Background: an optimization exercise with open tools, aiming at small area, a short achievable clock period and few clock cycles. Do not read the settings as production practice. Only simulation tests tie the RTL to the original design; equivalence was not proved. Power and IR drop assume default switching activity.

// riscv_core
module riscv_core #(
    parameter int                          ADDR_WIDTH = 20,
    parameter logic [core_pkg::XLEN-1:0]   RESET_PC   = '0
) (
    input  logic                      clk,
    input  logic                      rst,
    output logic [ADDR_WIDTH-1:0]     paddr,
    output logic                      psel,
    output logic                      penable,
    output logic                      pwrite,
    output logic [core_pkg::XLEN-1:0] pwdata,
    output logic [3:0]                pstrb,
    input  logic [core_pkg::XLEN-1:0] prdata,
    input  logic                      pready
);
    localparam logic [1:0] E_EMPTY = 2'd0;
    localparam logic [1:0] E_EXEC  = 2'd1;
    localparam logic [1:0] E_MEM   = 2'd2;
    logic [19:2] addr_q;        
    logic        addr1_q;       
    logic        bus_fetch;     
    logic        fetch_ok;      
    logic [31:0] ir;            
    logic        ir_v;
    logic [19:1] pc;            
    logic [31:1] sel1, sel2;    
    logic        jal_q, bwd_q;  
    logic [1:0]  e_st;
    logic [31:0] op_a, op_b;    
    logic [4:0]  e_rd;
    logic        e_cin, e_sra;
    logic        e_add, e_sll, e_slt, e_sltu, e_xor, e_sr, e_or, e_and;
    logic        e_link;        
    logic        e_wb;          
    logic        e_jalr;
    logic        e_mem;         
    logic        e_store;
    logic        e_br;          
    logic        e_bne;
    logic        e_pred;        
    logic [1:0]  e_size;        
    logic [1:0]  e_off;         
    logic        w_alu;         
    logic        w_ld;          
    logic [31:0] res_q;
    logic bus_free, fetch_done, data_done;
    assign bus_free   = !psel || (penable && pready);
    assign fetch_done = penable && pready && bus_fetch;
    assign data_done  = penable && pready && !bus_fetch;
    logic [19:1] inc_in, inc_out;
  ...
Size: roughly 1300 flip-flops, about 94 I/O pins.
clock: 10.0 ns
lec_check: 0
cap_margin: 20
core_margin: 2
core_utilization: 40
slew_margin: 20
standard.sh (not shown) runs the stock make flow with config.mk's settings and CLKGATE_MAP_FILE= SYNTH_SCRIPT=/design/flow/synth_recipe.tcl, a recipe that flattens the netlist after the stock synthesis.
==> flow/flow/run.sh <==
#!/bin/bash
# Standard layout, with timing repair aimed at a tighter period than the
# constraint's 10 ns (slack margin 6.8 ns), a clock tree with larger sink
# clusters (30 flip-flops per leaf buffer) built without dummy loads, and
# adders left to ABC instead of mapped onto full-adder cells.
# Full tool output goes to make.log.
set -euo pipefail
bash standard.sh finish SETUP_SLACK_MARGIN=6.8 ADDER_MAP_FILE= \
    "CTS_ARGS=-sink_clustering_enable -repair_clock_nets -dont_use_dummy_load -sink_clustering_size 30 -sink_clustering_max_diameter 80" > make.log 2>&1
The baseline finished clean.
Testbench counts at the start, summed over its fixed seeds: cycles 105,220.
==> next run, changes <==
==> flow/flow/run.sh (replaced) <==
#!/bin/bash
# Standard layout, with timing repair aimed at a tighter period than the
# constraint's 10 ns (slack margin 7.0 ns), a clock tree with larger sink
# clusters (30 flip-flops per leaf buffer) built without dummy loads, and
# adders left to ABC instead of mapped onto full-adder cells.
# Full tool output goes to make.log.
set -euo pipefail
bash standard.sh finish SETUP_SLACK_MARGIN=7.0 ADDER_MAP_FILE= \
    "CTS_ARGS=-sink_clustering_enable -repair_clock_nets -dont_use_dummy_load -sink_clustering_size 30 -sink_clustering_max_diameter 80" > make.log 2>&1
What happened: The changed run completed with no timing, DRC or antenna violations. Cell count goes up by 3.2%. Cell area climbs by 6.5%. Die area does not change. Synthesized area is unchanged. Routed wire length went up by 5.0%. Non-clock buffer count rose by 223. Setup slack barely changes. Synthesized cell count does not change.
==> next run, changes <==
==> flow/flow/run.sh (replaced) <==
#!/bin/bash
# Standard layout, with timing repair aimed at a tighter period than the
# constraint's 10 ns (slack margin 6.8 ns), a clock tree built without dummy
# loads, and adders left to ABC instead of mapped onto full-adder cells.
# Full tool output goes to make.log.
set -euo pipefail
bash standard.sh finish SETUP_SLACK_MARGIN=6.8 ADDER_MAP_FILE= \
    "CTS_ARGS=-sink_clustering_enable -repair_clock_nets -dont_use_dummy_load" > make.log 2>&1
Effect: Sequential cell count is unchanged; setup slack gets worse by 16 ps; cell area decreases by 3.6%; routed wire length decreases by 4.4%; sequential share of layout area increases by 1.8 points; register-to-register slack gets worse by 20 ps; total power increases by 11%; worst hold slack gets worse by 8.6 ps; non-clock buffer count decreases by 227.

afterwards: timing with drivers on the ports:
In the flow no input, the clock included, has a driving cell. The finished layouts below were timed again as built, in two steps. Step 1, drivers: a clkbuf_16 drives clk and a buf_2 each remaining input, both assumed. Step 2 moves the port delays by t, midway between the first and last clock arrival at a register: inputs arrive t later, outputs are due t later. That takes back most of the time a late clock gives input paths. a / b / c = ideal / step 1 / step 2; a / b = the first two.
| run | t (ns) | slack for setup (ns) | worst setup path after step 2 |
|---|---|---|---|
| the first run | 0.770 | 6.580 / 6.576 / 5.989 | input to register |
| the second run | 0.782 | 6.582 / 6.577 / 6.183 | input to register |
| the third run | 0.852 | 6.566 / 6.519 / 5.987 | input to register |
After both steps setup and hold are still met in every run listed. The setup slack of the first run, which loses most, moves by -0.004 ns with the drivers and by -0.591 ns with both steps.
